This design comes from an exercise in tuning for small area on the open sky130 flow, not from production work. The RTL was checked by simulation tests, not by an equivalence proof against the original design. Power and IR drop assume default switching activity.

==> flow/design.v <==
module apb_mem_slave #(
  parameter int ADDR_WIDTH  = 8,
  parameter int DATA_WIDTH  = 32,
  parameter int STRB_WIDTH  = DATA_WIDTH / 8,
  parameter int MEM_DEPTH   = 64,
  parameter int WAIT_STATES = 2
) (
  input  logic                  pclk,
  input  logic                  preset,
  input  logic [ADDR_WIDTH-1:0] paddr,
  input  logic                  psel,
  input  logic                  penable,
  input  logic                  pwrite,
  input  logic [DATA_WIDTH-1:0] pwdata,
  input  logic [STRB_WIDTH-1:0] pstrb,
  output logic [DATA_WIDTH-1:0] prdata,
  output logic                  pready,
  output logic                  pslverr
);
  localparam int NRING = MEM_DEPTH / 4;
  logic       acc1, acc2;           
  logic [1:0] rot;                  
  logic [1:0] clr_cnt;              
  logic       clearing;
  logic       in_rng;
  logic       wr_commit;
  logic       pend;                 
  logic       wr_act;
  logic       whit;
  logic [3:0] wi;                   
  logic [1:0] wlo;                  
  logic [DATA_WIDTH-1:0] wd;        
  logic [STRB_WIDTH-1:0] ws;        
  assign in_rng    = (paddr[7:6] == 2'b00);
  assign pslverr   = !in_rng;
  assign wr_commit = pready && psel && pwrite && in_rng;
  assign wr_act    = wr_commit || pend;
  assign clearing  = preset || (clr_cnt != 2'd0);
  assign whit      = wr_act && (wlo + rot + 2'd1 == 2'd0);
  always_ff @(posedge pclk) begin
    if (preset) begin
      acc1    <= 1'b0;
      acc2    <= 1'b0;
      pready  <= 1'b0;
      rot     <= '0;
      clr_cnt <= 2'd3;
      pend    <= 1'b0;
    end else begin
      acc1    <= psel && !penable;
      acc2    <= acc1 && psel;
      pready  <= acc2 && psel;
      rot     <= rot + 2'd1;
      if (clr_cnt != 2'd0) clr_cnt <= clr_cnt - 2'd1;
      pend    <= wr_act && !whit;
    end
  end
  localparam int WREG = 6 + DATA_WIDTH + STRB_WIDTH;
  logic [WREG-1:0] wreg, wreg_in, wreg_d;
  logic            acc2_n;
  assign acc2_n  = !acc2;
  assign wreg_in = {paddr[5:0], pwdata, pstrb};
  for (genvar k = 0; k < WREG; k++) begin : g_wreg
    apb_mem_slave_ao22 u_ld (
      .a1(wreg[k]), .a2(acc2_n), .b1(wreg_in[k]), .b2(acc2), .y(wreg_d[k])
    );
  end
  always_ff @(posedge pclk) wreg <= wreg_d;
  assign {wi, wlo, wd, ws} = wreg;
  logic [DATA_WIDTH-1:0] tapq [NRING];    
  for (genvar g = 0; g < NRING; g++) begin : g_ring
    logic [DATA_WIDTH-1:0] q0, q1, q2, q3;
    logic hit;
    assign hit = whit && (wi == 4'(g));
    for (genvar b = 0; b < STRB_WIDTH; b++) begin : g_byte
      logic [7:0] d;
      logic       wen, shf;
      assign wen = !clearing && hit && ws[b];
      assign shf = !clearing && !(hit && ws[b]);
      for (genvar k = 0; k < 8; k++) begin : g_bit
        apb_mem_slave_ao22 u_sel (
          .a1(q3[8*b + k]), .a2(shf), .b1(wd[8*b + k]), .b2(wen), .y(d[k])
        );
      end
      always_ff @(posedge pclk) q0[8*b +: 8] <= d;
    end
    always_ff @(posedge pclk) begin
      q1 <= q0;
      q2 <= q1;
      q3 <= q2;
    end
    assign tapq[g] = q0;
  end
  logic             at_tap;
  logic [NRING-1:0] rsel_n;
  logic             any_n, keep;
  logic [DATA_WIDTH-1:0] capn, cap_d;
  assign at_tap = in_rng && (paddr[1:0] + rot == 2'd0);
  always_comb begin
    for (int i = 0; i < NRING; i++) begin
      rsel_n[i] = !(at_tap && (paddr[5:2] == 4'(i)));
    end
  end
  assign any_n = !at_tap;
  assign keep  = psel && !pready;
  for (genvar k = 0; k < DATA_WIDTH; k++) begin : g_rd
    logic [7:0] t;
    logic [3:0] u;
    logic       v;
    for (genvar j = 0; j < 8; j++) begin : g_pair
      apb_mem_slave_oai22 u_pair (
        .a1(tapq[2*j][k]), .a2(rsel_n[2*j]), .b1(tapq[2*j + 1][k]), .b2(rsel_n[2*j + 1]),
        .y(t[j])
      );
    end
    for (genvar j = 0; j < 4; j++) begin : g_nor
      apb_mem_slave_nor2 u_nor (.a(t[2*j]), .b(t[2*j + 1]), .y(u[j]));
    end
    apb_mem_slave_nand4 u_or (.a(u), .y(v));
    apb_mem_slave_o21ai u_out (.a1(v), .a2(any_n), .b1(capn[k]), .y(prdata[k]));
    apb_mem_slave_nand2 u_cap (.a(prdata[k]), .b(keep), .y(cap_d[k]));
  end
  always_ff @(posedge pclk) capn <= cap_d;
endmodule
module apb_mem_slave_ao22 (
  input  logic a1,
  input  logic a2,
  input  logic b1,
  input  logic b2,
  output logic y
);
  assign y = (a1 & a2) | (b1 & b2);
endmodule
module apb_mem_slave_oai22 (
  input  logic a1,
  input  logic a2,
  input  logic b1,
  input  logic b2,
  output logic y
);
  assign y = !((a1 | a2) & (b1 | b2));
endmodule
module apb_mem_slave_nor2 (
  input  logic a,
  input  logic b,
  output logic y
);
  assign y = !(a | b);
endmodule
module apb_mem_slave_nand4 (
  input  logic [3:0] a,
  output logic       y
);
  assign y = !(&a);
endmodule
module apb_mem_slave_o21ai (
  input  logic a1,
  input  logic a2,
  input  logic b1,
  output logic y
);
  assign y = !((a1 | a2) & b1);
endmodule
module apb_mem_slave_nand2 (
  input  logic a,
  input  logic b,
  output logic y
);
  assign y = !(a & b);
endmodule
==> flow/flow/run.sh <==
#!/bin/bash
set -euo pipefail
export CTS_ARGS="-sink_clustering_enable -repair_clock_nets -dont_use_dummy_load -buf_list sky130_fd_sc_hd__clkbuf_8 -root_buf sky130_fd_sc_hd__clkbuf_16 -sink_clustering_size 20 -sink_clustering_max_diameter 50"
export BUFFER_PORTS_ARGS="-buffer_cell sky130_fd_sc_hd__buf_1"
bash standard.sh finish > standard.log 2>&1
==> flow/standard.sh <==
#!/bin/bash
# synth_recipe.tcl (not shown) runs the flow's synth.tcl, then flattens the netlist and writes it again
# the make line also repeats each setting of config.mk as NAME=value (left out here)
make -C /OpenROAD-flow-scripts/flow DESIGN_CONFIG=/design/flow/config.mk WORK_HOME=/design/flow/orfs CLKGATE_MAP_FILE= SYNTH_SCRIPT=/design/flow/synth_recipe.tcl "${@:-finish}"
==> flow/config.mk <==
export PLATFORM = sky130hd
export DESIGN_NAME = apb_mem_slave
export DESIGN_NICKNAME = apb_mem_slave
export VERILOG_FILES = /design/flow/design.v
export SDC_FILE = /design/flow/constraint.sdc
export NUM_CORES = 4
export LEC_CHECK = 0
export CAP_MARGIN = 10
export CORE_MARGIN = 2
export CORE_UTILIZATION = 65
export GPL_TIMING_DRIVEN = 1
export SLEW_MARGIN = 10
export SYNTH_HIERARCHICAL = 1
export SYNTH_MINIMUM_KEEP_SIZE = 0
==> flow/constraint.sdc <==
create_clock -name core_clock -period 5.0 [get_ports {pclk}]
set_input_delay 1.0000 -clock core_clock [delete_from_list [all_inputs] [get_ports {pclk}]]
set_output_delay 1.0000 -clock core_clock [all_outputs]
set_load 0.01 [all_outputs]
==> summary.txt, run 1 <==
highest routed layer: met5
initial DRC count: 2,145
top-count cell post-synth: dfxtp_1
most frequent cells after synthesis: dfxtp_1, a22o_1, o22ai_1, nor2_1, a21oi_1
Achievable Freq: 0.221 GHz
max-slew violations: 0
Final min period: 4.52 ns
Synth Flop Type: dfxtp_1
Distinct cells, synth: 45
Crit. Startpoint: paddr[1]
Reg-to-Reg Start: wreg[39]$_DFF_P_
PortBufs: 82
top-area cell type share of the netlist area: 0.823
die area: 82,000 um2
area delta synth->final: 7.98%
Post-synth EDFFs: 0
I/O pins: 83
Final Cycle Share: 0.904
largest cells by area after synthesis: dfxtp_1, a22o_1, o22ai_1, nor2_1, nand4_1
total congestion overflow: 0
share of layout cells above drive strength 1: 0.0654
Root Driver: clkbuf_16
critical path type: input pin to output pin
Worst Setup Start Kind: input pin
R2R depth: 4
Vias/cell: 5.99
Leak Pwr: 22.0 nW
drt pass-1 iters: 6
RR Endpoint: g_ring[2].q0[7]$_DFF_P_
setup TNS: 0 ns
Placer Congestion: 0.868
met1 WL: 55.9 mm
Mapped Area: 51,800 um2
latest clock arrival within the worst-skew pair: 0.72 ns
Final Routed Wirelength: 123 mm
Yosys reg bits: 2,130
reg2reg setup slack: 1.54 ns
routed vias: 28,466
Cell Rows: 103
Async SR Flop Fraction: 0
Setup WS post-layout: 0.478 ns
post-CTS setup buffers: 0
Max Cap Violations: 0
CTS resizes: 0
fillers: 5,405
HPWL Detailed: 77.0 mm
CTS tree: yes
Met3 Wirelength: 9.46 mm
H-tree levels: 4
Synth Instances: 3,449
die height: 286 um
first-pass GRT wire length: 183 mm
Net Count, Synth: 3,500
Hold Vio Cnt, Final: 0
via count of the first global-routing pass: 28,768
pin count of the biggest net entering global routing: 44
power density over the cells: 456 nW/um2
RSZ-0062 raised after global routing: false
post-place setup slack: 0.557 ns
clock sink count: 2,130
met2 WL post-DR: 53.9 mm
Die W: 286 um
CTS buffer count: 143
Worst-path clk slew: 0.11 ns
final net count: 3,756
Rel. slew slack: 0.0969
antenna viol nets, final: 0
Avg Cell Area, Syn: 15.0 um2
Setup crit end: prdata[23]
Clock Skew: 0.0909 ns
initial antenna violation count: 6
synth warn: 9
Final setup viols: 0
drc violations: 0
total core area: 79,000 um2
Min-Delay Path Class: flop to flop
register area share after synthesis: 0.823
CP Capture Type: output pin
Crit path arrival time: 3.52 ns
Req. time, crit path: 4.00 ns
drt wl/cell: 25.9 um
crit path max fanout: 17
GRT Resource Usage Total: 0.299
initial core utilization: 0.656
Max Root-Sink Buffers: 3
hold_buf cts: 0
leading area contributor after synthesis: dfxtp_1
outcome: no timing/DRC/antenna violations
Worst IR Drop VDD: 0.344 mV
Worst-Margin Slew: 1.34 ns
## power breakdown
part	switching, mW	internal, mW	total [mW]
logic	0.393	0.179	0.572
registers	0.514	17.0	17.6
clock network	4.78	2.60	7.38
## final cells by class
class / instances / area, um2 / share of cell area
repair buffers: 150 / 931 / 0.0166
multi-input cells: 1275 / 9080 / 0.162
flip-flops and latches: 2130 / 42600 / 0.762
diodes: 1 / 2.50 / 0.0000447
well taps: 1050 / 1310 / 0.0235
inverters: 5 / 18.8 / 0.000335
clock buffers: 143 / 1980 / 0.0354
## per-module statistics from Yosys (local to each module, per instance)
| module | copies in the design | flip-flops and latches | cells inside | cell area, um2 |
|---|---|---|---|---|
| apb_mem_slave_o21ai | 32 | 0 | 1 | 5.00 |
| apb_mem_slave | 1 | 2130 | 2415 | 44400 |
| apb_mem_slave_oai22 | 256 | 0 | 1 | 6.26 |
| apb_mem_slave_ao22 | 554 | 0 | 1 | 8.76 |
| apb_mem_slave_nand2 | 32 | 0 | 1 | 3.75 |
| apb_mem_slave_nand4 | 32 | 0 | 1 | 6.26 |
| apb_mem_slave_nor2 | 128 | 0 | 1 | 3.75 |
## placed cells by master, fill, tap and decap left out, types with 3 or more instances in the layout
cell,instances
a21oi_1,48
a22o_1,570
a31oi_1,16
and3b_1,3
buf_1,82
buf_12,9
buf_4,59
clkbuf_8,142
dfxtp_1,2129
inv_1,4
nand2_1,38
nand3_1,15
nand3_2,6
nand4_1,42
nor2_1,134
nor2b_1,7
nor3_1,40
nor3_2,12
nor3b_1,4
nor4_1,16
nor4bb_1,5
o21ai_1,32
o22ai_1,256
## worst min-delay path by stage
stage | start | to | slack [ns] | cells past startpoint
finish | g_ring[3].q2[16]$_DFF_P_ | g_ring[3].q3[16]$_DFF_P_ | 0.27 | 0
global route | g_ring[2].q1[24]$_DFF_P_ | g_ring[2].q2[24]$_DFF_P_ | 0.27 | 0
CTS | g_ring[3].q2[16]$_DFF_P_ | g_ring[3].q3[16]$_DFF_P_ | 0.27 | 0
detailed placement | g_ring[10].q1[1]$_DFF_P_ | g_ring[10].q2[1]$_DFF_P_ | 0.31 | 0
global placement | g_ring[6].q2[31]$_DFF_P_ | g_ring[6].q3[31]$_DFF_P_ | 0.31 | 0
floorplan | g_ring[0].q1[0]$_DFF_P_ | g_ring[0].q2[0]$_DFF_P_ | 0.31 | 0
## metrics by stage
step           total power, mW   util  std cells  cell area, um2  hold WS (ns)
2_1_floorplan             18.0      -       3449           51800         0.310
3_3_place_gp              18.5  0.683       4610           54000         0.310
3_5_place_dp              18.5  0.683       4610           54000         0.312
4_1_cts                   25.6  0.708       4753           55900         0.267
5_1_grt                   26.3  0.708       4753           56000         0.271
6_report                  25.5  0.708       4754           56000         0.266
## layer usage
layer	vias to the layer above	GRT usage
met2	1049	0.447
met3	254	0.0639
li1	12923	-
met5	-	0
met1	14234	0.434
met4	6	0.105
## logic make-up after synthesis
family	after synthesis	synth area share
buffers and inverters	44	0.00418
multiplexers	1	0.000193
adder cells (fa/ha/maj)	2	0.000483
AND/OR/NAND/NOR	343	0.0341
AO/OA/AOI/OAI	924	0.137
flip-flops	2130	0.823
XOR/XNOR	5	0.00113
## critical path, stage by stage
cell	delay (ns)
buf_1	0.30
xor3_1	0.31
nor3_2	0.04
buf_4	0.19
nand4_1	0.25
buf_4	0.35
o22ai_1	0.14
nor2_1	0.29
nand4_1	0.24
o21ai_1	0.23
buf_1	0.17
## state kept, by name, summed over array words and instances, names as in the netlist
signal,flops
g_ring.q0,512
g_ring.q1,512
g_ring.q2,512
g_ring.q3,512
wreg,42
capn,32
clr_cnt,2
rot,2
acc1,1
acc2,1
pend,1
pready,1
==> inputs of run 2 (changes only) <==
--- a/flow/config.mk
+++ b/flow/config.mk
@@ -7,8 +7,9 @@
 export LEC_CHECK = 0
 export CAP_MARGIN = 10
 export CORE_MARGIN = 2
-export CORE_UTILIZATION = 65
+export CORE_UTILIZATION = 55
 export GPL_TIMING_DRIVEN = 1
+export PLACE_DENSITY = 0.68
 export SLEW_MARGIN = 10
 export SYNTH_HIERARCHICAL = 1
 export SYNTH_MINIMUM_KEEP_SIZE = 0
==> run 2 against run 1 <==
Against the previous run: still clean on timing, DRC and antenna; critical path depth up 1; wire length down 5.3%; first-iteration DRC count up 4.8%; sequential share of layout area down 0.26 points; synthesized cell count unchanged.
==> summary.txt, run 2 <==
Vias/cell: 5.57 (-7.0%)
I/O pins: 83 (unchanged)
Die W: 311 um (+8.6%)
CP Capture Type: output pin
setup TNS: 0 ns (unchanged)
die height: 311 um (+8.6%)
Max Cap Violations: 0 (unchanged)
antenna viol nets, final: 0 (unchanged)
Final Routed Wirelength: 116 mm (-5.3%)
largest cells by area after synthesis: dfxtp_1, a22o_1, o22ai_1, nor2_1, nand4_1
total congestion overflow: 0 (unchanged)
Final setup viols: 0 (unchanged)
Cell Rows: 112 (+8.7%)
initial DRC count: 2,249 (+4.8%)
CTS resizes: 0 (unchanged)
most frequent cells after synthesis: dfxtp_1, a22o_1, o22ai_1, nor2_1, a21oi_1
Synth Instances: 3,449 (unchanged)
initial antenna violation count: 4 (-2)
leading area contributor after synthesis: dfxtp_1
RSZ-0062 raised after global routing: false
routed vias: 27,562 (-3.2%)
Max Root-Sink Buffers: 3 (unchanged)
Synth Flop Type: dfxtp_1
hold_buf cts: 0 (unchanged)
met2 WL post-DR: 49.7 mm (-7.7%)
synth warn: 9 (unchanged)
latest clock arrival within the worst-skew pair: 0.73 ns (about the same)
critical path type: input pin to output pin
pin count of the biggest net entering global routing: 54 (+23%)
Req. time, crit path: 4.00 ns (about the same)
Distinct cells, synth: 45 (unchanged)
Clock Skew: 0.0924 ns (+0.00147 ns)
area delta synth->final: 8.34%
Final min period: 4.56 ns (+0.0357 ns)
Rel. slew slack: 0.157 (+0.0599)
Yosys reg bits: 2,130 (unchanged)
outcome: no timing/DRC/antenna violations
initial core utilization: 0.555 (-0.101)
Hold Vio Cnt, Final: 0 (unchanged)
final net count: 3,749 (-0.19%)
H-tree levels: 4 (unchanged)
drt pass-1 iters: 7 (+1)
GRT Resource Usage Total: 0.238 (-0.0611)
post-route cell area: 56,200 um2 (+0.34%)
Final Cycle Share: 0.912 (+0.00715)
Met3 Wirelength: 7.44 mm (-21%)
clock sink count: 2,130 (unchanged)
Setup WS post-layout: 0.442 ns (-0.0357 ns)
total core area: 93,300 um2 (+18%)
commonest non-fill, non-tap cell in the layout: dfxtp_1
most frequent cells in the layout: dfxtp_1, a22o_1, o22ai_1
die area: 96,700 um2 (+18%)
post-place setup slack: 0.544 ns (-0.0127 ns)
post-CTS setup buffers: 0 (unchanged)
Worst-Margin Slew: 1.25 ns (-0.0892 ns)
drt wl/cell: 23.5 um (-9.1%)
register area share after synthesis: 0.823 (unchanged)
Non-Filler Instances: 4,951 (+4.1%)
first-pass GRT wire length: 172 mm (-5.7%)
crit path max fanout: 16 (-1)
power density over the cells: 450 nW/um2 (-1.2%)
met1 WL: 56.1 mm (+0.27%)
Worst-path clk slew: 0.08 ns (-0.03 ns)
max-slew violations: 0 (unchanged)
share of layout cells above drive strength 1: 0.0652 (-0.000147)
CTS buffer count: 135 (-5.6%)
worst path cell trace: buf_1 -> ha_1 -> xor3_1 -> nor3_2 -> buf_4 -> nand4_1 -> buf_4 -> o22ai_1 -> nor2_1 -> nand4_1 -> o21ai_1 -> buf_1
Async SR Flop Fraction: 0 (unchanged)
Worst path slowest cell: nor3_2
dpl cell area: 54,300 um2 (+0.58%)
Root Driver: clkbuf_16
Leak Pwr: 22.0 nW (-0.21%)
Placed Instances: 4,815 (+4.4%)
Crit path arrival time: 3.56 ns (+0.04 ns)
Achievable Freq: 0.219 GHz (-0.78%)
Mapped Area: 51,800 um2 (unchanged)
Worst Setup Start Kind: input pin
drc violations: 0 (unchanged)
Placer Congestion: 0.868 (unchanged)
PortBufs: 82 (unchanged)
Net Count, Synth: 3,500 (unchanged)
Min-Delay Path Class: flop to flop
Max stage delay on crit path: 0.36 ns (about the same)
Post-synth EDFFs: 0 (unchanged)
Avg Cell Area, Syn: 15.0 um2 (unchanged)
via count of the first global-routing pass: 26,841 (-6.7%)
Worst IR Drop VDD: 0.221 mV (-36%)
top-count cell post-synth: dfxtp_1
CTS tree: yes
HPWL Detailed: 74.2 mm (-3.7%)
highest routed layer: met5
top-area cell type share of the netlist area: 0.823 (unchanged)
total power: 25.3 mW (-0.87%)
[run 2: kinds of logic after synthesis]
kind of cell | count (synthesis) | synth area share
muxes | 1 | 0.000193
xor gates and xnor gates | 5 | 0.00113
AOI/OAI and AO/OA | 924 | 0.137
and+or+nand+nor | 343 | 0.0341
adders and majority gates | 2 | 0.000483
DFF | 2130 | 0.823
buffers and inverters | 44 | 0.00418
[run 2: per-stage QoR]
stage                      util  hold WS, ns
after CTS                 0.602        0.264
after floorplan               -        0.310
after detailed placement  0.582        0.312
after global placement    0.582        0.309
after global routing      0.602        0.272
final                     0.602        0.262
[run 2: path summary, 6_finish.rpt]
| kind | from | to | slack, ns | cells past startpoint |
|---|---|---|---|---|
| max | paddr[0] | prdata[9] | 0.44 | 12 |
| min | g_ring[13].q1[20]$_DFF_P_ | g_ring[13].q2[20]$_DFF_P_ | 0.26 | 0 |
| max reg2reg | wreg[39]$_DFF_P_ | g_ring[2].q0[10]$_DFF_P_ | 1.46 | 4 |
| min reg2reg | g_ring[13].q1[20]$_DFF_P_ | g_ring[13].q2[20]$_DFF_P_ | 0.26 | 0 |
[run 2: power by group]
group          switching [mW]  total [mW]  internal, mW
clock network            4.70        7.17          2.46
logic                   0.387       0.565         0.178
registers               0.509        17.6          17.0
total                    5.60        25.3          19.7
[run 2: routing by layer]
metal	track usage	up-vias
met5	0	-
met4	0.0776	2
met3	0.0443	192
met2	0.352	848
met1	0.353	13572
li1	-	12948
[run 2: area by class of cell]
cell class	instances	area, um2
multi-input combinational	1275	9100
antenna	1	2.50
clock buffer	135	1870
sequential	2130	42600
inverter	5	18.8
fill	7233	37200
tap	1254	1570
timing repair buffer	151	951
[run 2: critical path: cells and delay by family]
kind                     cells  cell delay, ns
AO/OA/AOI/OAI                2            0.46
XOR/XNOR                     1            0.23
adder cells (fa/ha/maj)      1            0.21
buffers and inverters        4            0.98
AND/OR/NAND/NOR              4            0.68
[run 2: Yosys stat by module, one instance, submodules excluded]
| module | cells | flip-flops and latches | cell area [um2] |
|---|---|---|---|
| apb_mem_slave | 2415 | 2130 | 44400 |
| apb_mem_slave_ao22 | 1 | 0 | 8.76 |
| apb_mem_slave_nand2 | 1 | 0 | 3.75 |
| apb_mem_slave_nand4 | 1 | 0 | 6.26 |
| apb_mem_slave_nor2 | 1 | 0 | 3.75 |
| apb_mem_slave_o21ai | 1 | 0 | 5.00 |
| apb_mem_slave_oai22 | 1 | 0 | 6.26 |
==> inputs of run 3 (changes only) <==
--- a/flow/config.mk
+++ b/flow/config.mk
@@ -9,7 +9,7 @@
 export CORE_MARGIN = 2
 export CORE_UTILIZATION = 55
 export GPL_TIMING_DRIVEN = 1
-export PLACE_DENSITY = 0.68
+export PLACE_DENSITY = 0.75
 export SLEW_MARGIN = 10
 export SYNTH_HIERARCHICAL = 1
 export SYNTH_MINIMUM_KEEP_SIZE = 0
==> run 3 against run 2 <==
Against the previous run: still clean on timing, DRC and antenna; worst setup slack worse by 0.13 ns; critical path depth up 1; sequential share of layout area up 0.14 points; flip-flop and latch count unchanged; maximum frequency down 2.8%; core utilization down 0.11 points; worst hold slack better by 0.0039 ns; global-route usage up 0.052 points; via count up 2.0%; largest cell class unchanged; largest power group unchanged; highest routed layer unchanged.
==> summary.txt, run 3 <==
power density over the cells: 451 nW/um2 (+0.10%)
total power: 25.3 mW (about the same)
crit path max fanout: 32 (+16)
most frequent cells after synthesis: dfxtp_1, a22o_1, o22ai_1, nor2_1, a21oi_1
Synth Flop Type: dfxtp_1
via count of the first global-routing pass: 27,609 (+2.9%)
synth warn: 9 (unchanged)
Seq pwr share: 0.695 (about the same)
I/O pins: 83 (unchanged)
top-count cell post-synth: dfxtp_1
Die W: 311 um (unchanged)
Worst path slowest cell: buf_4
Cell Rows: 112 (unchanged)
share of layout cells above drive strength 1: 0.0654 (+0.000182)
highest routed layer: met5
Rel. slew slack: 0.111 (-0.0457)
Distinct cells, synth: 45 (unchanged)
commonest non-fill, non-tap cell in the layout: dfxtp_1
die height: 311 um (unchanged)
Req. time, crit path: 4.00 ns (about the same)
Placed Instances: 4,821 (+0.12%)
clock sink count: 2,130 (unchanged)
Final setup viols: 0 (unchanged)
max-slew violations: 0 (unchanged)
Hold Vio Cnt, Final: 0 (unchanged)
reg2reg setup slack: 1.61 ns (+0.15 ns)
Reg-to-Reg Start: wreg[39]$_DFF_P_
Max stage delay on crit path: 0.50 ns (+0.14 ns)
drt pass-1 iters: 5 (-2)
Final min period: 4.69 ns (+0.132 ns)
Leak Pwr: 21.9 nW (-0.15%)
Worst-Margin Slew: 1.32 ns (+0.0602 ns)
Setup WS post-layout: 0.310 ns (-0.132 ns)
hold_buf cts: 0 (unchanged)
die area: 96,700 um2 (unchanged)
latest clock arrival within the worst-skew pair: 0.73 ns (about the same)
RR Endpoint: g_ring[2].q0[10]$_DFF_P_
Max Cap Violations: 0 (unchanged)
Net Count, Synth: 3,500 (unchanged)
outcome: no timing/DRC/antenna violations
R2R depth: 4 (unchanged)
H-tree levels: 4 (unchanged)
initial antenna violation count: 5 (+1)
met2 WL post-DR: 50.7 mm (+2.0%)
routed vias: 28,109 (+2.0%)
CP Capture Type: output pin
CTS tree: yes
post-place setup slack: 0.425 ns (-0.119 ns)
initial DRC count: 2,545 (+13%)
PortBufs: 82 (unchanged)
met1 WL: 53.8 mm (-4.1%)
total congestion overflow: 0 (unchanged)
most frequent cell on the critical path: buf_4
HPWL Detailed: 75.2 mm (+1.4%)
Non-Filler Instances: 4,958 (+0.14%)
final net count: 3,754 (+0.13%)
CTS resizes: 0 (unchanged)
Mapped Area: 51,800 um2 (unchanged)
drc violations: 0 (unchanged)
Yosys reg bits: 2,130 (unchanged)
first-pass GRT wire length: 174 mm (+0.81%)
top-area cell type share of the netlist area: 0.823 (unchanged)
Crit path arrival time: 3.69 ns (+0.13 ns)
largest cells by area after synthesis: dfxtp_1, a22o_1, o22ai_1, nor2_1, nand4_1
Clock power frac: 0.283 (about the same)
RSZ-0062 raised after global routing: false
Worst Setup Start Kind: input pin
post-route cell area: 56,100 um2 (-0.18%)
Post-synth EDFFs: 0 (unchanged)
setup TNS: 0 ns (unchanged)
worst path cell trace: buf_1 -> nor2_1 -> buf_4 -> inv_1 -> nor3_2 -> buf_4 -> nand4_1 -> buf_4 -> o22ai_1 -> nor2_1 -> nand4_1 -> o21ai_1 -> buf_1
Worst Hold Launch: g_ring[2].q2[15]$_DFF_P_
post-CTS setup buffers: 0 (unchanged)
Placer Congestion: 0.851 (-1.9%)
register area share after synthesis: 0.823 (unchanged)
initial core utilization: 0.555 (unchanged)
Final Cycle Share: 0.938 (+0.0264)
Worst-path clk slew: 0.10 ns (+0.02 ns)
Met3 Wirelength: 9.28 mm (+25%)
Avg Cell Area, Syn: 15.0 um2 (unchanged)
Achievable Freq: 0.213 GHz (-2.8%)
antenna viol nets, final: 0 (unchanged)
Vias/cell: 5.67 (+1.8%)
dpl cell area: 54,200 um2 (-0.17%)
total core area: 93,300 um2 (unchanged)
critical path type: input pin to output pin
Worst IR Drop VDD: 0.278 mV (+26%)
Max Root-Sink Buffers: 3 (unchanged)
CTS buffer count: 134 (-0.74%)
WHS Path Cells: 0 (unchanged)
Sw Share: 0.222 (+0.000326)
combinational share of power: 0.022 (about the same)
Final Routed Wirelength: 118 mm (+0.99%)
Min-Delay Path Class: flop to flop
most frequent cells in the layout: dfxtp_1, a22o_1, o22ai_1
Crit. Startpoint: paddr[6]
Hold Path End: g_ring[2].q3[15]$_DFF_P_
Clock Skew: 0.0953 ns (+0.00296 ns)
P_int: 19.7 mW (-0.12%)
drt wl/cell: 23.7 um (+0.85%)
Async SR Flop Fraction: 0 (unchanged)
pin count of the biggest net entering global routing: 44 (-19%)
Synth Instances: 3,449 (unchanged)
NetSw: 5.60 mW (about the same)
GRT Resource Usage Total: 0.238 (+0.000521)
area delta synth->final: 8.15%
Root Driver: clkbuf_16
leading area contributor after synthesis: dfxtp_1
## run 3: layer usage
metal / up-vias / global-route usage
li1: 12939 / -
met1: 13773 / 0.345
met2: 1155 / 0.355
met3: 238 / 0.0479
met4: 4 / 0.0897
met5: - / 0
## run 3: cell type report
class	instances	area, um2
inverters	5	18.8
fillers	7095	37300
diodes	3	7.51
clock buffers	134	1860
repair buffers	157	883
multi-input cells	1275	9080
well taps	1254	1570
flip-flops and latches	2130	42600
## run 3: worst max-delay path by stage
stage / to / cells past startpoint / slack, ns
floorplan: prdata[0] / 9 / 0.83
CTS: prdata[20] / 13 / 0.42
finish: prdata[20] / 13 / 0.31
global route: prdata[20] / 13 / 0.22
global placement: prdata[20] / 13 / 0.46
detailed placement: prdata[20] / 13 / 0.42
## run 3: power groups by stage
stage          Sequential (mW)  Combinational, mW  Clock, mW
2_1_floorplan             17.6              0.353          0
3_3_place_gp              17.9              0.525          0
3_5_place_dp              17.9              0.536          0
4_1_cts                   17.5              0.539       7.27
5_1_grt                   17.6              0.578       7.86
6_report                  17.6              0.550       7.16
## run 3: cell families after synthesis
kind of cell / count (synthesis) / synth area share
compound gates: 924 / 0.137
xor+xnor: 5 / 0.00113
fa+ha+maj: 2 / 0.000483
buf+inv: 44 / 0.00418
flops: 2130 / 0.823
mux: 1 / 0.000193
simple gates: 343 / 0.0341
## run 3: per-stage QoR
step / util / hold WS [ns]
after CTS: 0.600 / 0.274
after global placement: 0.581 / 0.309
after global routing: 0.601 / 0.277
after floorplan: - / 0.310
final: 0.601 / 0.266
after detailed placement: 0.581 / 0.312
## run 3: worst max-delay path, delay by kind of cell
family / cells / cell delay (ns)
and+or+nand+nor: 5 / 0.84
AOI/OAI and AO/OA: 2 / 0.41
buffers and inverters: 6 / 1.40
## run 3: per-module statistics from Yosys, one instance, submodules excluded
| module | cell area [um2] | flops+latches |
|---|---|---|
| apb_mem_slave | 44400 | 2130 |
| apb_mem_slave_ao22 | 8.76 | 0 |
| apb_mem_slave_nand2 | 3.75 | 0 |
| apb_mem_slave_nand4 | 6.26 | 0 |
| apb_mem_slave_nor2 | 3.75 | 0 |
| apb_mem_slave_o21ai | 5.00 | 0 |
| apb_mem_slave_oai22 | 6.26 | 0 |
==> inputs of run 4 (changes only) <==
--- a/flow/config.mk
+++ b/flow/config.mk
@@ -9,7 +9,6 @@
 export CORE_MARGIN = 2
 export CORE_UTILIZATION = 55
 export GPL_TIMING_DRIVEN = 1
-export PLACE_DENSITY = 0.75
 export SLEW_MARGIN = 10
 export SYNTH_HIERARCHICAL = 1
 export SYNTH_MINIMUM_KEEP_SIZE = 0
==> run 4 against run 3 <==
Against the previous run: final cell count about the same; critical path depth unchanged; worst hold slack improved by 0.015 ns; worst setup slack improved by 0.21 ns; wire length increased by 10%; maximum frequency increased by 4.7%; global-route usage increased by 2.7 points; clock skew decreased by 0.024 ns; design area about the same; area after synthesis unchanged; combinational power increased by 2%; critical endpoint is now prdata[3]; largest power group unchanged.
==> summary.txt, run 4 <==
outcome: no timing/DRC/antenna violations
CTS buffer count: 141 (+5.2%)
most frequent cells after synthesis: dfxtp_1, a22o_1, o22ai_1, nor2_1, a21oi_1
area delta synth->final: 8.24% (about the same)
post-place setup slack: 0.605 ns (+0.180 ns)
Inserted Diodes: 0 (-3)
Distinct cells, synth: 45 (unchanged)
crit path max fanout: 24 (-25%)
Cell Rows: 112 (unchanged)
final net count: 3,756 (+0.053%)
Worst Setup Start Kind: input pin
total core area: 93,300 um2 (unchanged)
CTS resizes: 0 (unchanged)
reg2reg setup slack: 1.56 ns (-0.05 ns)
initial core utilization: 0.555 (unchanged)
leading area contributor after synthesis: dfxtp_1
simple-gate area share of the yosys netlist: 0.0341 (unchanged)
antenna viol nets, final: 0 (unchanged)
Compound-Gate Fraction of Synth Area: 0.137 (unchanged)
max-slew violations: 0 (unchanged)
Mapped Area: 51,800 um2 (unchanged)
Die W: 311 um (unchanged)
Crit path arrival time: 3.48 ns (-0.21 ns)
post-CTS setup buffers: 0 (unchanged)
HPWL Detailed: 82.3 mm (+9.5%)
fillers: 7,225 (+1.8%)
Final Cycle Share: 0.896 (-0.0418)
commonest non-fill, non-tap cell in the layout: dfxtp_1
Vias/cell: 5.70 (+0.54%)
Async SR Flop Fraction: 0 (unchanged)
post-route cell area: 56,100 um2 (about the same)
most frequent cells in the layout: dfxtp_1, a22o_1, o22ai_1
drt wl/cell: 26.1 um (+10%)
GRT Resource Usage Total: 0.265 (+0.0270)
initial antenna violation count: 6 (+1)
CP Capture Type: output pin
largest cells by area after synthesis: dfxtp_1, a22o_1, o22ai_1, nor2_1, nand4_1
mux share of post-synthesis cell area: 0.000193 (unchanged)
I/O pins: 83 (unchanged)
Req. time, crit path: 4.00 ns (about the same)
pin count of the biggest net entering global routing: 54 (+23%)
Worst-path clk slew: 0.11 ns (about the same)
Placed Instances: 4,814 (-0.15%)
initial DRC count: 2,532 (-0.51%)
total congestion overflow: 0 (unchanged)
area occupied by multi-input gates: 9070 um2 (-0.14%)
Yosys reg bits: 2,130 (unchanged)
R2R depth: 4 (unchanged)
Achievable Freq: 0.223 GHz (+4.7%)
power density over the cells: 456 nW/um2 (+1.1%)
synth warn: 9 (unchanged)
share of layout cells above drive strength 1: 0.0651 (-0.000305)
RR Endpoint: g_ring[7].q0[13]$_DFF_P_
hold slack: 0.280 ns (+0.0147 ns)
RSZ-0062 raised after global routing: false
Worst-Margin Slew: 1.31 ns (-0.00538 ns)
Min-Delay Path Class: flop to flop
first-pass GRT wire length: 191 mm (+10%)
Hold Path End: g_ring[15].q2[23]$_DFF_P_
Post-synth EDFFs: 0 (unchanged)
Final setup viols: 0 (unchanged)
clock sink count: 2,130 (unchanged)
Rel. slew slack: 0.120 (+0.00882)
drt pass-1 iters: 6 (+1)
hold_buf cts: 0 (unchanged)
Placer Congestion: 0.855 (+0.47%)
Synth Flop Type: dfxtp_1
Max Root-Sink Buffers: 3 (unchanged)
PortBufs: 82 (unchanged)
Worst Hold Launch: g_ring[15].q1[23]$_DFF_P_
Max Cap Violations: 0 (unchanged)
setup TNS: 0 ns (unchanged)
Root Driver: clkbuf_16
via count of the first global-routing pass: 28,665 (+3.8%)
Non-Filler Instances: 4,957 (-0.020%)
WHS Path Cells: 0 (unchanged)
drc violations: 0 (unchanged)
Post-Synth Adder-Cell Area: 0.000483 (unchanged)
Clock Skew: 0.0710 ns (-0.0244 ns)
top-count cell post-synth: dfxtp_1
dpl cell area: 54,100 um2 (about the same)
Worst IR Drop VDD: 0.328 mV (+18%)
latest clock arrival within the worst-skew pair: 0.73 ns (about the same)
Synth Instances: 3,449 (unchanged)
critical path type: input pin to output pin
Final min period: 4.48 ns (-0.209 ns)
total area of sequential cells: 42,600 um2 (unchanged)
Leak Pwr: 22.0 nW (+0.10%)
Final Routed Wirelength: 130 mm (+10%)
top-area cell type share of the netlist area: 0.823 (unchanged)
Reg-to-Reg Start: rot[0]$_SDFF_PP0_
die height: 311 um (unchanged)
Hold Vio Cnt, Final: 0 (unchanged)
Net Count, Synth: 3,500 (unchanged)
register area share after synthesis: 0.823 (unchanged)
xor and xnor area share after synthesis: 0.00113 (unchanged)
CTS tree: yes
die area: 96,700 um2 (unchanged)
Setup WS post-layout: 0.519 ns (+0.209 ns)
H-tree levels: 4 (unchanged)
largest family of logic cells by synthesized area: compound AO/OA/AOI/OAI gates
routed vias: 28,256 (+0.52%)
Avg Cell Area, Syn: 15.0 um2 (unchanged)
==> run 4: kinds of logic (layout without fill, tap and decap cells) <==
logic type / after synthesis / in the layout
DFF: 2130 / 2130
and+or+nand+nor: 343 / 343
xor gates and xnor gates: 5 / 5
adders and majority gates: 2 / 2
buffers and inverters: 44 / 298
AOI/OAI and AO/OA: 924 / 924
muxes: 1 / 1
==> run 4: layout make-up <==
| class | count | share of cell area |
|---|---|---|
| Tap cell | 1254 | 0.0280 |
| Inverter | 5 | 0.000335 |
| Clock buffer | 141 | 0.0348 |
| Sequential cell | 2130 | 0.760 |
| Timing Repair Buffer | 152 | 0.0152 |
| Multi-Input combinational cell | 1275 | 0.162 |
==> run 4: critical path, stage by stage <==
cell     delay [ns]
buf_1          0.19
nor2_1         0.08
buf_4          0.15
inv_1          0.24
nor3_2         0.08
buf_4          0.21
nand4_1        0.15
buf_4          0.44
o22ai_1        0.18
nor2_1         0.19
nand4_1        0.18
o21ai_1        0.21
buf_1          0.17
==> run 4: power by group <==
group	internal (mW)	switching, mW
registers	17.0	0.555
logic	0.174	0.389
clock network	2.57	4.84
==> run 4: worst max path at each step <==
stage              from         end
6_report       paddr[7]   prdata[3]
5_1_grt        paddr[7]  prdata[20]
4_1_cts        paddr[7]  prdata[11]
3_5_place_dp   paddr[7]  prdata[11]
3_3_place_gp   paddr[7]  prdata[20]
2_1_floorplan  paddr[0]   prdata[0]
==> run 4: per-stage QoR <==
stage | power [mW] | utilization
2_1_floorplan | 18.0 | -
3_3_place_gp | 18.5 | 0.580
3_5_place_dp | 18.5 | 0.580
4_1_cts | 25.7 | 0.601
5_1_grt | 26.4 | 0.601
6_report | 25.6 | 0.601
==> run 4: modules after synthesis, one instance, submodules excluded <==
module	cells inside	times used	area [um2]
apb_mem_slave	2415	1	44400
apb_mem_slave_ao22	1	554	8.76
apb_mem_slave_nand4	1	32	6.26
apb_mem_slave_oai22	1	256	6.26
apb_mem_slave_o21ai	1	32	5.00
apb_mem_slave_nand2	1	32	3.75
apb_mem_slave_nor2	1	128	3.75
==> run 4: layer usage <==
metal	vias to the layer above	share of wire	global-route usage
met1	14083	0.47	0.385
met5	-	0.00031	0
li1	12910	-	-
met3	240	0.071	0.0569
met2	1017	0.43	0.395
met4	6	0.030	0.0905
==> inputs of run 5 (changes only) <==
--- a/flow/design.v
+++ b/flow/design.v
@@ -32,11 +32,11 @@
   logic [DATA_WIDTH-1:0] wd;        
   logic [STRB_WIDTH-1:0] ws;        
   assign in_rng    = (paddr[7:6] == 2'b00);
-  assign pslverr   = !in_rng;
   assign wr_commit = pready && psel && pwrite && in_rng;
   assign wr_act    = wr_commit || pend;
   assign clearing  = preset || (clr_cnt != 2'd0);
   assign whit      = wr_act && (wlo + rot + 2'd1 == 2'd0);
+  always_ff @(posedge pclk) pslverr <= !in_rng;
   always_ff @(posedge pclk) begin
     if (preset) begin
       acc1    <= 1'b0;
==> run 5 against run 4 <==
Against the previous run: still clean on timing, DRC and antenna; core utilization is 0.20 points higher; via count up 0.24%; power is essentially flat; design area up 0.33%; critical path type unchanged; highest routed layer unchanged.
==> summary.txt, run 5 <==
outcome: no timing/DRC/antenna violations
Worst Setup Start Kind: input pin
critical path type: input pin to output pin
CTS buffer count: 142 (+0.71%)
power density over the cells: 454 nW/um2 (-0.36%)
Worst-Margin Slew: 1.32 ns (+0.0107 ns)
Final Cycle Share: 0.965 (+0.0689)
area delta synth->final: 8.55%
clock sink count: 2,131 (+0.047%)
hold slack: 0.269 ns (-0.0116 ns)
die height: 311 um (about the same)
first-pass GRT wire length: 188 mm (-1.5%)
Rel. slew slack: 0.113 (-0.00720)
reg2reg setup slack: 1.38 ns (-0.18 ns)
latest clock arrival within the worst-skew pair: 0.73 ns (about the same)
RR Endpoint: g_ring[2].q0[0]$_DFF_P_
I/O pins: 83 (unchanged)
Clock power frac: 0.289 (about the same)
setup TNS: 0 ns (unchanged)
register area share after synthesis: 0.823 (about the same)
initial core utilization: 0.556 (about the same)
drc violations: 0 (unchanged)
routed vias: 28,325 (+0.24%)
Worst IR Drop VDD: 0.271 mV (-17%)
Final min period: 4.83 ns (+0.344 ns)
drt pass-1 iters: 5 (-1)
GRT Resource Usage Total: 0.260 (-0.00553)
drt wl/cell: 25.6 um (-2.1%)
Final Routed Wirelength: 127 mm (-1.8%)
Reg-to-Reg Start: wreg[39]$_DFF_P_
Hold Path End: g_ring[5].q3[17]$_DFF_P_
Max Cap Violations: 0 (unchanged)
Synth Flop Type: dfxtp_1
Avg Cell Area, Syn: 15.0 um2 (about the same)
commonest non-fill, non-tap cell in the layout: dfxtp_1
R2R depth: 4 (unchanged)
Cell Rows: 112 (unchanged)
Vias/cell: 5.69 (-0.12%)
Crit path arrival time: 3.83 ns (+0.35 ns)
combinational share of power: 0.023 (about the same)
via count of the first global-routing pass: 28,876 (+0.74%)
final net count: 3,772 (+0.43%)
initial DRC count: 2,437 (-3.8%)
Min-Delay Path Class: flop to flop
worst path cell trace: buf_1 -> nor2_1 -> inv_1 -> nor3_2 -> buf_4 -> nand4_1 -> buf_4 -> buf_4 -> o22ai_1 -> nor2_1 -> nand4_1 -> o21ai_1 -> buf_1
fillers: 7,335 (+1.5%)
PortBufs: 82 (unchanged)
Mapped Area: 51,900 um2 (about the same)
Post-synth EDFFs: 0 (unchanged)
leading area contributor after synthesis: dfxtp_1
CTS tree: yes
Distinct cells, synth: 45 (unchanged)
Clock Skew: 0.0640 ns (-0.00703 ns)
Sw Share: 0.225 (-0.00141)
most frequent cells in the layout: dfxtp_1, a22o_1, o22ai_1
post-CTS setup buffers: 0 (unchanged)
Hold Vio Cnt, Final: 0 (unchanged)
P_int: 19.8 mW (+0.15%)
max-slew violations: 0 (unchanged)
most frequent cells after synthesis: dfxtp_1, a22o_1, o22ai_1, nor2_1, a21oi_1
CP bufs+invs: 6 (unchanged)
Max Root-Sink Buffers: 3 (unchanged)
Net Count, Synth: 3,501 (+0.029%)
HPWL Detailed: 80.3 mm (-2.5%)
total core area: 93,300 um2 (unchanged)
CP Capture Type: output pin
most frequent cell on the critical path: buf_4
pin count of the biggest net entering global routing: 46 (-15%)
Req. time, crit path: 4.00 ns (about the same)
Worst path slowest cell: nor2_1
top-count cell post-synth: dfxtp_1
H-tree levels: 4 (unchanged)
Async SR Flop Fraction: 0 (unchanged)
Die W: 311 um (about the same)
crit path max fanout: 12 (-50%)
Placer Congestion: 0.859 (+0.44%)
Max stage delay on crit path: 0.36 ns (-0.08 ns)
total congestion overflow: 0 (unchanged)
hold_buf cts: 0 (unchanged)
Achievable Freq: 0.207 GHz (-7.1%)
CTS resizes: 0 (unchanged)
Worst Hold Launch: g_ring[5].q2[17]$_DFF_P_
NetSw: 5.75 mW (-0.65%)
initial antenna violation count: 9 (+3)
Synth Instances: 3,450 (+0.029%)
Seq pwr share: 0.688 (about the same)
Final setup viols: 0 (unchanged)
Root Driver: clkbuf_16
die area: 96,800 um2 (about the same)
RSZ-0062 raised after global routing: false
top-area cell type share of the netlist area: 0.823 (about the same)
antenna viol nets, final: 0 (unchanged)
synth warn: 9 (unchanged)
Worst-path clk slew: 0.09 ns (-0.02 ns)
Yosys reg bits: 2,131 (+0.047%)
WHS Path Cells: 0 (unchanged)
Leak Pwr: 22.1 nW (+0.48%)
cell family with most CP delay: buffers and inverters
share of layout cells above drive strength 1: 0.0699 (+0.00483)
largest cells by area after synthesis: dfxtp_1, a22o_1, o22ai_1, nor2_1, nand4_1
## run 5: changes by cell type after synthesis, sizes merged
cell | before | now
dfxtp | 2130 | 2131
## run 5: worst register-to-register path: stages (launching register included)
cell and delay, ns:
dfxtp_1 0.81, or4b_2 0.80, nor3_1 0.89, a31oi_1 0.64, a22o_1 0.38
## run 5: worst max path at each step
stage / slack [ns] / to / cells past startpoint / from
3_5_place_dp: 0.32 / prdata[19] / 12 / paddr[7]
4_1_cts: 0.31 / prdata[19] / 12 / paddr[7]
3_3_place_gp: 0.34 / prdata[19] / 12 / paddr[7]
2_1_floorplan: 0.83 / prdata[0] / 9 / paddr[0]
6_report: 0.17 / prdata[13] / 13 / paddr[7]
5_1_grt: 0.08 / prdata[13] / 13 / paddr[7]
## run 5: routing by layer
| metal | GRT usage | part of all wire | vias up |
|---|---|---|---|
| met5 | 0 | 0.00027 | - |
| met4 | 0.0844 | 0.028 | 6 |
| met3 | 0.0495 | 0.064 | 253 |
| met2 | 0.390 | 0.44 | 947 |
| met1 | 0.380 | 0.47 | 14171 |
| li1 | - | - | 12948 |
## run 5: cells by family (layout without fill, tap and decap cells)
group	Yosys count	after routing	synth area share
compound gates	924	924	0.137
xor+xnor	5	5	0.00113
fa+ha+maj	2	2	0.000483
buf+inv	44	313	0.00417
flops	2131	2131	0.823
mux	1	1	0.000193
other cells	0	2	0
simple gates	343	343	0.0341
## run 5: per-stage QoR
stage | setup WS (ns) | cell area, um2 | instances | total power [mW] | util
2_1_floorplan | 0.831 | 51900 | 3450 | 18.0 | -
3_3_place_gp | 0.342 | 54300 | 4829 | 18.5 | 0.582
3_5_place_dp | 0.322 | 54300 | 4830 | 18.5 | 0.582
4_1_cts | 0.314 | 56300 | 4972 | 25.7 | 0.603
5_1_grt | 0.0810 | 56300 | 4974 | 26.4 | 0.603
6_report | 0.175 | 56300 | 4975 | 25.6 | 0.603
## run 5: cell type report
class                      count  area [um2]  share of cell area
antenna                        2        5.00           0.0000889
clock buffer                 142        1970              0.0349
inverter                       5        18.8            0.000333
multi-input combinational   1275        9080               0.161
sequential                  2131       42700               0.758
tap                         1254        1570              0.0279
timing repair buffer         166         983              0.0175
## run 5: power groups by stage
stage          sequential, mW  clock (mW)  combinational (mW)
3_5_place_dp             18.0           0               0.582
4_1_cts                  17.6        7.55               0.583
2_1_floorplan            17.6           0               0.353
3_3_place_gp             18.0           0               0.571
6_report                 17.6        7.40               0.594
5_1_grt                  17.6        8.19               0.624
## run 5: Yosys stat by module, one instance, submodules excluded
| module | times used | flip-flops and latches | cell area [um2] |
|---|---|---|---|
| apb_mem_slave_oai22 | 256 | 0 | 6.26 |
| apb_mem_slave_o21ai | 32 | 0 | 5.00 |
| apb_mem_slave_nand2 | 32 | 0 | 3.75 |
| apb_mem_slave_nand4 | 32 | 0 | 6.26 |
| apb_mem_slave | 1 | 2131 | 44400 |
| apb_mem_slave_ao22 | 554 | 0 | 8.76 |
| apb_mem_slave_nor2 | 128 | 0 | 3.75 |
==> inputs of run 6 (changes only) <==
==> flow/flow/run.sh (replaced) <==
#!/bin/bash
set -euo pipefail
export CTS_ARGS="-sink_clustering_enable -repair_clock_nets -dont_use_dummy_load -buf_list sky130_fd_sc_hd__clkbuf_4 -root_buf sky130_fd_sc_hd__clkbuf_16 -sink_clustering_size 11 -sink_clustering_max_diameter 40"
export BUFFER_PORTS_ARGS="-buffer_cell sky130_fd_sc_hd__buf_1"
bash standard.sh finish > standard.log 2>&1
--- a/flow/config.mk
+++ b/flow/config.mk
@@ -9,6 +9,7 @@
 export CORE_MARGIN = 2
 export CORE_UTILIZATION = 55
 export GPL_TIMING_DRIVEN = 1
+export PLACE_DENSITY = 0.75
 export SLEW_MARGIN = 10
 export SYNTH_HIERARCHICAL = 1
 export SYNTH_MINIMUM_KEEP_SIZE = 0
==> run 6 against run 5 <==
Against the previous run: still clean; wire length fell by 6.5%; final cell count grew 1.5%; worst setup slack better by 0.10 ns; clock skew rose by 0.031 ns; die area is the same; highest routed layer unchanged; largest cell class unchanged.
==> summary.txt, run 6 <==
power density over the cells: 444 nW/um2 (-2.2%)
final net count: 3,845 (+1.9%)
Sw Share: 0.227 (+0.00196)
Crit path arrival time: 3.72 ns (-0.11 ns)
CTS tree: yes
initial antenna violation count: 3 (-6)
CP bufs+invs: 3 (-3)
Final setup viols: 0 (unchanged)
fillers: 7,107 (-3.1%)
Die W: 311 um (unchanged)
die area: 96,800 um2 (unchanged)
Synth Flop Type: dfxtp_1
crit path max fanout: 17 (+5)
Worst path slowest cell: dfxtp_1
Yosys reg bits: 2,131 (unchanged)
leading area contributor after synthesis: dfxtp_1
total congestion overflow: 0 (unchanged)
initial core utilization: 0.556 (unchanged)
H-tree levels: 4 (unchanged)
drt wl/cell: 23.6 um (-7.9%)
top-count cell post-synth: dfxtp_1
clock sink count: 2,131 (unchanged)
worst path cell trace: xor3_1 -> nor3_2 -> buf_12 -> nand3_2 -> buf_4 -> o22ai_1 -> nor2_1 -> nand4_1 -> o21ai_1 -> buf_1
critical path depth: 10 (-3)
Worst Setup Start Kind: flop
pin count of the biggest net entering global routing: 57 (+24%)
Mapped Area: 51,900 um2 (unchanged)
die height: 311 um (unchanged)
Placer Congestion: 0.866 (+0.77%)
RSZ-0062 raised after global routing: false
Vias/cell: 5.67 (-0.41%)
total core area: 93,300 um2 (unchanged)
Leak Pwr: 22.1 nW (about the same)
Worst-path clk slew: 0.11 ns (+0.02 ns)
synth warn: 9 (unchanged)
most frequent cells in the layout: dfxtp_1, a22o_1, o22ai_1
top-area cell type share of the netlist area: 0.823 (unchanged)
setup TNS: 0 ns (unchanged)
GRT Resource Usage Total: 0.243 (-0.0169)
Avg Cell Area, Syn: 15.0 um2 (unchanged)
first-pass GRT wire length: 178 mm (-5.6%)
Async SR Flop Fraction: 0 (unchanged)
initial DRC count: 2,161 (-11%)
cell family with most CP delay: simple AND/OR/NAND/NOR gates
Rel. slew slack: 0.195 (+0.0823)
Final Cycle Share: 0.944 (-0.0209)
Achievable Freq: 0.212 GHz (+2.2%)
Req. time, crit path: 4.00 ns (about the same)
Non-Filler Instances: 5,048 (+1.5%)
Max Cap Violations: 0 (unchanged)
Root Driver: clkbuf_16
Min-Delay Path Class: flop to flop
post-CTS setup buffers: 0 (unchanged)
I/O pins: 83 (unchanged)
Finished Core Util: 0.600 (-0.00284)
Worst IR Drop VDD: 0.264 mV (-2.7%)
routed vias: 28,623 (+1.1%)
Distinct cells, synth: 45 (unchanged)
Synth Instances: 3,450 (unchanged)
hold slack: 0.262 ns (-0.00707 ns)
WHS Path Cells: 0 (unchanged)
commonest non-fill, non-tap cell in the layout: dfxtp_1
Final min period: 4.72 ns (-0.104 ns)
Clock Skew: 0.0952 ns (+0.0313 ns)
CTS resizes: 0 (unchanged)
Max stage delay on crit path: 0.46 ns (+0.10 ns)
PortBufs: 82 (unchanged)
Max Root-Sink Buffers: 3 (unchanged)
most frequent cells after synthesis: dfxtp_1, a22o_1, o22ai_1, nor2_1, a21oi_1
Post-synth EDFFs: 0 (unchanged)
Worst-Margin Slew: 1.21 ns (-0.113 ns)
area delta synth->final: 8.04%
NetSw: 5.65 mW (-1.8%)
R2R depth: 5 (+1)
P_int: 19.2 mW (-2.9%)
CTS buffer count: 215 (+51%)
register area share after synthesis: 0.823 (unchanged)
CP Capture Type: output pin
Placed Instances: 4,831 (+0.021%)
Cell Rows: 112 (unchanged)
Net Count, Synth: 3,501 (unchanged)
Hold Vio Cnt, Final: 0 (unchanged)
largest cells by area after synthesis: dfxtp_1, a22o_1, o22ai_1, nor2_1, nand4_1
latest clock arrival within the worst-skew pair: 0.80 ns (+0.07 ns)
critical path type: flop to output pin
max-slew violations: 0 (unchanged)
HPWL Detailed: 76.1 mm (-5.2%)
via count of the first global-routing pass: 28,484 (-1.4%)
outcome: no timing/DRC/antenna violations
share of layout cells above drive strength 1: 0.0881 (+0.0182)
combinational share of power: 0.023 (about the same)
antenna viol nets, final: 0 (unchanged)
drc violations: 0 (unchanged)
Final Routed Wirelength: 119 mm (-6.5%)
drt pass-1 iters: 5 (unchanged)
hold_buf cts: 0 (unchanged)
Clock power frac: 0.272 (-0.017)
Seq pwr share: 0.705 (+0.017)
==> run 6: cell count changes in the layout (fill, tap and decap cells not counted), sizes merged <==
cell and delta:
buf +1, clkbuf +72
==> run 6: path summary, 6_finish.rpt <==
check	startpoint	end	slack, ns
setup / recovery	rot[1]$_SDFF_PP0_	prdata[5]	0.28
setup reg to reg	rot[1]$_SDFF_PP0_	g_ring[15].q0[8]$_DFF_P_	1.60
hold / removal	g_ring[11].q1[21]$_DFF_P_	g_ring[11].q2[21]$_DFF_P_	0.26
hold reg to reg	g_ring[11].q1[21]$_DFF_P_	g_ring[11].q2[21]$_DFF_P_	0.26
==> run 6: per-stage QoR <==
step	total power [mW]	cell area, um2	worst slack, ns
after detailed placement	18.5	54400	0.366
after global placement	18.5	54400	0.389
after global routing	25.8	56000	0.175
after CTS	25.0	56000	0.319
final	24.9	56000	0.279
after floorplan	18.0	51900	0.831
==> run 6: modules after synthesis (local to each module, per instance) <==
module | flops+latches | times used
apb_mem_slave_nor2 | 0 | 128
apb_mem_slave_ao22 | 0 | 554
apb_mem_slave_o21ai | 0 | 32
apb_mem_slave_nand2 | 0 | 32
apb_mem_slave_oai22 | 0 | 256
apb_mem_slave_nand4 | 0 | 32
apb_mem_slave | 2131 | 1
==> run 6: power by group through the flow <==
stage | Clock [mW] | Combinational (mW) | Sequential [mW]
after global routing | 7.59 | 0.600 | 17.6
final | 6.78 | 0.571 | 17.5
after detailed placement | 0 | 0.556 | 17.9
after global placement | 0 | 0.545 | 17.9
after floorplan | 0 | 0.353 | 17.6
after CTS | 6.92 | 0.558 | 17.5
==> run 6: logic make-up after synthesis <==
kind of cell / Yosys count / share of synthesized area
simple gates: 343 / 0.0341
compound gates: 924 / 0.137
xor+xnor: 5 / 0.00113
mux: 1 / 0.000193
fa+ha+maj: 2 / 0.000483
flops: 2131 / 0.823
buf+inv: 44 / 0.00417
==> run 6: layout make-up <==
type	instances	area [um2]	area share
antenna	2	5.00	0.0000893
clock buffer	215	1630	0.0291
inverter	5	18.8	0.000335
multi-input combinational	1275	9090	0.162
sequential	2131	42700	0.762
tap	1254	1570	0.0280
timing repair buffer	166	1050	0.0187
==> run 6: per-layer routing <==
layer	wire, um	global-route usage	vias up
met5	7	0	-
met4	3560	0.0886	2
met3	9660	0.0561	230
met2	52600	0.372	1140
met1	53200	0.338	14055
li1	-	-	13196
==> inputs of run 7 (changes only) <==
--- a/flow/config.mk
+++ b/flow/config.mk
@@ -9,7 +9,6 @@
 export CORE_MARGIN = 2
 export CORE_UTILIZATION = 55
 export GPL_TIMING_DRIVEN = 1
-export PLACE_DENSITY = 0.75
 export SLEW_MARGIN = 10
 export SYNTH_HIERARCHICAL = 1
 export SYNTH_MINIMUM_KEEP_SIZE = 0
==> run 7 against run 6 <==
Against the previous run: still clean; design area hardly changed; area after synthesis stayed put; wire length is 7.7% higher; clock power is 2% higher; critical path type is now input pin to output pin; highest routed layer unchanged.
==> summary.txt, run 7 <==
outcome: no timing/DRC/antenna violations
RSZ-0062 raised after global routing: false
initial antenna violation count: 7 (+4)
first-pass GRT wire length: 190 mm (+7.2%)
top-area cell type share of the netlist area: 0.823 (unchanged)
via count of the first global-routing pass: 29,489 (+3.5%)
leading area contributor after synthesis: dfxtp_1
Worst IR Drop VDD: 0.242 mV (-8.5%)
Worst path slowest cell: buf_4
Leak Pwr: 22.1 nW (about the same)
Distinct cells, synth: 45 (unchanged)
total core area: 93,300 um2 (unchanged)
Placed Instances: 4,830 (-0.021%)
Crit path arrival time: 3.78 ns (+0.06 ns)
initial DRC count: 2,126 (-1.6%)
Req. time, crit path: 4.00 ns (about the same)
reg2reg setup slack: 1.45 ns (-0.15 ns)
Worst-path clk slew: 0.12 ns (about the same)
Post-synth EDFFs: 0 (unchanged)
post-route cell area: 56,000 um2 (about the same)
latest clock arrival within the worst-skew pair: 0.83 ns (+0.03 ns)
Non-Filler Instances: 5,056 (+0.16%)
Mapped Area: 51,900 um2 (unchanged)
PortBufs: 82 (unchanged)
post-CTS setup buffers: 0 (unchanged)
Root Driver: clkbuf_16
Hold Vio Cnt, Final: 0 (unchanged)
commonest non-fill, non-tap cell in the layout: dfxtp_1
CTS buffer count: 220 (+2.3%)
Placer Congestion: 0.859 (-0.76%)
HPWL Detailed: 80.3 mm (+5.5%)
dpl cell area: 54,300 um2 (-0.15%)
power density over the cells: 448 nW/um2 (+0.78%)
drt wl/cell: 25.4 um (+7.5%)
final net count: 3,851 (+0.16%)
drc violations: 0 (unchanged)
Max Cap Violations: 0 (unchanged)
Net Count, Synth: 3,501 (unchanged)
share of layout cells above drive strength 1: 0.0890 (+0.000914)
register area share after synthesis: 0.823 (unchanged)
Max stage delay on crit path: 0.35 ns (-0.11 ns)
area delta synth->final: 7.99% (about the same)
Die W: 311 um (unchanged)
Cell Rows: 112 (unchanged)
Achievable Freq: 0.209 GHz (-1.1%)
initial core utilization: 0.556 (unchanged)
Worst-Margin Slew: 1.34 ns (+0.130 ns)
CTS resizes: 0 (unchanged)
WHS Path Cells: 0 (unchanged)
Final setup viols: 0 (unchanged)
Yosys reg bits: 2,131 (unchanged)
I/O pins: 83 (unchanged)
setup TNS: 0 ns (unchanged)
die height: 311 um (unchanged)
top-count cell post-synth: dfxtp_1
Synth Instances: 3,450 (unchanged)
antenna viol nets, final: 0 (unchanged)
die area: 96,800 um2 (unchanged)
Worst Setup Start Kind: input pin
Async SR Flop Fraction: 0 (unchanged)
drt pass-1 iters: 7 (+2)
most frequent cells after synthesis: dfxtp_1, a22o_1, o22ai_1, nor2_1, a21oi_1
Max Root-Sink Buffers: 3 (unchanged)
fillers: 7,387 (+3.9%)
largest cells by area after synthesis: dfxtp_1, a22o_1, o22ai_1, nor2_1, nand4_1
CP Capture Type: output pin
H-tree levels: 4 (unchanged)
routed vias: 28,918 (+1.0%)
hold_buf cts: 0 (unchanged)
Rel. slew slack: 0.102 (-0.0936)
Final Cycle Share: 0.955 (+0.0109)
Avg Cell Area, Syn: 15.0 um2 (unchanged)
max-slew violations: 0 (unchanged)
Min-Delay Path Class: flop to flop
synth warn: 9 (unchanged)
critical path type: input pin to output pin
most frequent cells in the layout: dfxtp_1, a22o_1, o22ai_1
worst path cell trace: buf_1 -> nor2_1 -> inv_1 -> nor3_2 -> buf_4 -> nand4_1 -> buf_4 -> o22ai_1 -> nor2_1 -> nand4_1 -> o21ai_1 -> buf_1
GRT Resource Usage Total: 0.263 (+0.0197)
clock sink count: 2,131 (unchanged)
total congestion overflow: 0 (unchanged)
Final Routed Wirelength: 128 mm (+7.7%)
crit path max fanout: 16 (-1)
Clock Skew: 0.104 ns (+0.00835 ns)
Vias/cell: 5.72 (+0.87%)
R2R depth: 4 (-1)
Final min period: 4.78 ns (+0.0546 ns)
Finished Core Util: 0.600 (about the same)
CTS tree: yes
pin count of the biggest net entering global routing: 46 (-19%)
Synth Flop Type: dfxtp_1
-- run 7: cell counts after synthesis --
Identical to the previous run, type by type.
-- run 7: critical path: cells and delay by family --
family,cells,cell delay [ns]
AOI/OAI and AO/OA,2,0.48
buffers and inverters,5,1.14
and+or+nand+nor,5,1.14
-- run 7: worst paths after layout --
kind | from | endpoint
max reg2reg | wreg[39]$_DFF_P_ | g_ring[2].q0[4]$_DFF_P_
max | paddr[7] | prdata[20]
min reg2reg | g_ring[5].q2[17]$_DFF_P_ | g_ring[5].q3[17]$_DFF_P_
min | g_ring[5].q2[17]$_DFF_P_ | g_ring[5].q3[17]$_DFF_P_
-- run 7: metal layers --
metal / vias to the layer above / track usage / share of wire
met4: 6 / 0.0877 / 0.025
met5: - / 0 / 0.00035
met3: 217 / 0.0559 / 0.066
met2: 988 / 0.395 / 0.44
met1: 14509 / 0.379 / 0.47
li1: 13198 / - / -
-- run 7: Yosys stat by module, one instance, submodules excluded --
module,cells,times used,flops+latches,area [um2]
apb_mem_slave,2416,1,2131,44400
apb_mem_slave_nand2,1,32,0,3.75
apb_mem_slave_o21ai,1,32,0,5.00
apb_mem_slave_nand4,1,32,0,6.26
apb_mem_slave_oai22,1,256,0,6.26
apb_mem_slave_ao22,1,554,0,8.76
apb_mem_slave_nor2,1,128,0,3.75
-- run 7: per-stage QoR --
stage	total power [mW]	hold slack, ns	setup slack (ns)
detailed placement	18.5	0.312	0.322
global route	26.0	0.262	0.0643
global placement	18.5	0.310	0.342
CTS	25.3	0.259	0.282
finish	25.1	0.253	0.225
floorplan	18.0	0.310	0.831
-- run 7: final cells by class --
type                    count  area, um2  share of cell area
repair buffers            167        988              0.0177
diodes                      4       10.0            0.000179
clock buffers             220       1670              0.0298
multi-input cells        1275       9080               0.162
well taps                1254       1570              0.0280
inverters                   5       18.8            0.000335
flip-flops and latches   2131      42700               0.762
-- run 7: kinds of logic after synthesis --
group	Yosys count	share of synthesized area
adders and majority gates	2	0.000483
muxes	1	0.000193
buffers and inverters	44	0.00417
xor gates and xnor gates	5	0.00113
AOI/OAI and AO/OA	924	0.137
DFF	2131	0.823
and+or+nand+nor	343	0.0341
-- run 7: report_power, final --
group	switching, mW	internal, mW
combinational	0.412	0.180
clock	4.85	2.05
sequential	0.527	17.1
==> inputs of run 8 (changes only) <==
--- a/flow/config.mk
+++ b/flow/config.mk
@@ -7,7 +7,7 @@
 export LEC_CHECK = 0
 export CAP_MARGIN = 10
 export CORE_MARGIN = 2
-export CORE_UTILIZATION = 55
+export CORE_UTILIZATION = 48
 export GPL_TIMING_DRIVEN = 1
 export SLEW_MARGIN = 10
 export SYNTH_HIERARCHICAL = 1
==> run 8 against run 7 <==
Against the previous run: via count shrank 2.5%; area after synthesis stayed put; global-route usage down 4.2 points; clock skew is 0.0032 ns higher; die area increased by 14%; sequential power about the same; flip-flop and latch count unchanged; highest routed layer unchanged.
==> summary.txt, run 8 <==
PortBufs: 82 (unchanged)
critical path type: input pin to output pin
Placer Congestion: 0.827 (-3.8%)
Vias/cell: 5.41 (-5.4%)
Rel. slew slack: 0.133 (+0.0311)
largest family of logic cells by synthesized area: compound AO/OA/AOI/OAI gates
pin count of the biggest net entering global routing: 43 (-6.5%)
I/O pins: 83 (unchanged)
Post-synth EDFFs: 0 (unchanged)
outcome: no timing/DRC/antenna violations
initial DRC count: 2,177 (+2.4%)
initial core utilization: 0.484 (-0.0712)
die height: 333 um (+7.0%)
drc violations: 0 (unchanged)
Reg-to-Reg Start: wreg[39]$_DFF_P_
initial antenna violation count: 4 (-3)
Worst-path clk slew: 0.12 ns (about the same)
setup TNS: 0 ns (unchanged)
met2 usage: 0.323 (-0.0721)
M3 GR Usage: 0.0458 (-0.0101)
RSZ-0062 raised after global routing: false
most frequent cells in the layout: dfxtp_1, a22o_1, o22ai_1
latest clock arrival within the worst-skew pair: 0.81 ns (-0.02 ns)
mux share of post-synthesis cell area: 0.000193 (unchanged)
top-count cell post-synth: dfxtp_1
xor and xnor area share after synthesis: 0.00113 (unchanged)
Leak Pwr: 22.2 nW (+0.42%)
Worst IR Drop VDD: 0.211 mV (-13%)
total core area: 107,000 um2 (+15%)
CTS tree: yes
Max Cap Violations: 0 (unchanged)
hold slack: 0.262 ns (+0.00870 ns)
total congestion overflow: 0 (unchanged)
GR peak layer: met1
Final Cycle Share: 0.902 (-0.0529)
Final setup viols: 0 (unchanged)
Compound-Gate Fraction of Synth Area: 0.137 (unchanged)
total power: 25.0 mW (-0.15%)
CP Capture Type: output pin
Post-Synth Adder-Cell Area: 0.000483 (unchanged)
leading area contributor after synthesis: dfxtp_1
Worst Setup Start Kind: input pin
fillers: 9,060 (+23%)
Die W: 333 um (+7.0%)
Achievable Freq: 0.222 GHz (+5.9%)
share of layout cells above drive strength 1: 0.0930 (+0.00402)
P_int: 19.3 mW (about the same)
Final Routed Wirelength: 123 mm (-3.8%)
area delta synth->final: 8.72%
[run 8: cell counts after synthesis]
Identical to the previous run, type by type.
[run 8: critical path, stage by stage]
cell and delay, ns:
buf_1 0.30, ha_1 0.22, xor3_1 0.22, nor3_2 0.11, buf_4 0.28, nand4_1 0.20, buf_12 0.26, o22ai_1 0.38
nor2_1 0.08, nand4_1 0.18, o21ai_1 0.09, buf_1 0.17
[run 8: through the flow]
step	utilization	cell area [um2]	worst slack [ns]	cells
after global placement	0.511	54700	0.549	4988
after CTS	0.527	56400	0.498	5209
final	0.527	56400	0.489	5210
after global routing	0.527	56400	0.296	5209
after detailed placement	0.511	54700	0.550	4988
after floorplan	-	51900	0.831	3450
[run 8: layout make-up]
cell class / instances / area [um2] / area share
inverters: 5 / 18.8 / 0.000333
repair buffers: 174 / 1140 / 0.0202
well taps: 1403 / 1760 / 0.0311
clock buffers: 221 / 1680 / 0.0297
flip-flops and latches: 2131 / 42700 / 0.757
multi-input cells: 1275 / 9120 / 0.162
diodes: 1 / 2.50 / 0.0000444
[run 8: routing by layer]
layer | share of wire | vias up | routed length [um]
li1 | - | 13230 | -
met1 | 0.49 | 13948 | 60600
met2 | 0.42 | 819 | 52200
met3 | 0.061 | 199 | 7520
met4 | 0.024 | 4 | 2930
met5 | 0.00015 | - | 18
[run 8: power groups by stage]
stage	combinational, mW	clock [mW]	sequential (mW)
2_1_floorplan	0.353	0	17.6
3_3_place_gp	0.567	0	18.0
4_1_cts	0.574	7.11	17.6
6_report	0.577	6.88	17.6
5_1_grt	0.620	7.75	17.6
3_5_place_dp	0.573	0	18.0
[run 8: final timing paths]
path | slack, ns | to
worst min-delay path | 0.26 | g_ring[1].q3[17]$_DFF_P_
worst max-delay path | 0.49 | prdata[5]
worst max register to register | 1.74 | g_ring[2].q0[7]$_DFF_P_
worst min register to register | 0.26 | g_ring[1].q3[17]$_DFF_P_
[run 8: cell families after synthesis]
group                    count (synthesis)
AO/OA/AOI/OAI                          924
XOR/XNOR                                 5
flip-flops                            2131
adder cells (fa/ha/maj)                  2
buffers and inverters                   44
AND/OR/NAND/NOR                        343
multiplexers                             1
[run 8: modules after synthesis, one instance, submodules excluded]
module / cell area [um2] / copies in the design / cells inside / flip-flops and latches
apb_mem_slave_ao22: 8.76 / 554 / 1 / 0
apb_mem_slave_oai22: 6.26 / 256 / 1 / 0
apb_mem_slave_o21ai: 5.00 / 32 / 1 / 0
apb_mem_slave_nand4: 6.26 / 32 / 1 / 0
apb_mem_slave_nand2: 3.75 / 32 / 1 / 0
apb_mem_slave: 44400 / 1 / 2416 / 2131
apb_mem_slave_nor2: 3.75 / 128 / 1 / 0

Setup slack of run 8, layout unchanged: 0.489 ns with ideal ports, 0.457 ns with driving cells assumed (clock clkbuf_16, inputs buf_2), 0.457 ns with port delays also shifted by the 0.830 ns mid clock arrival.
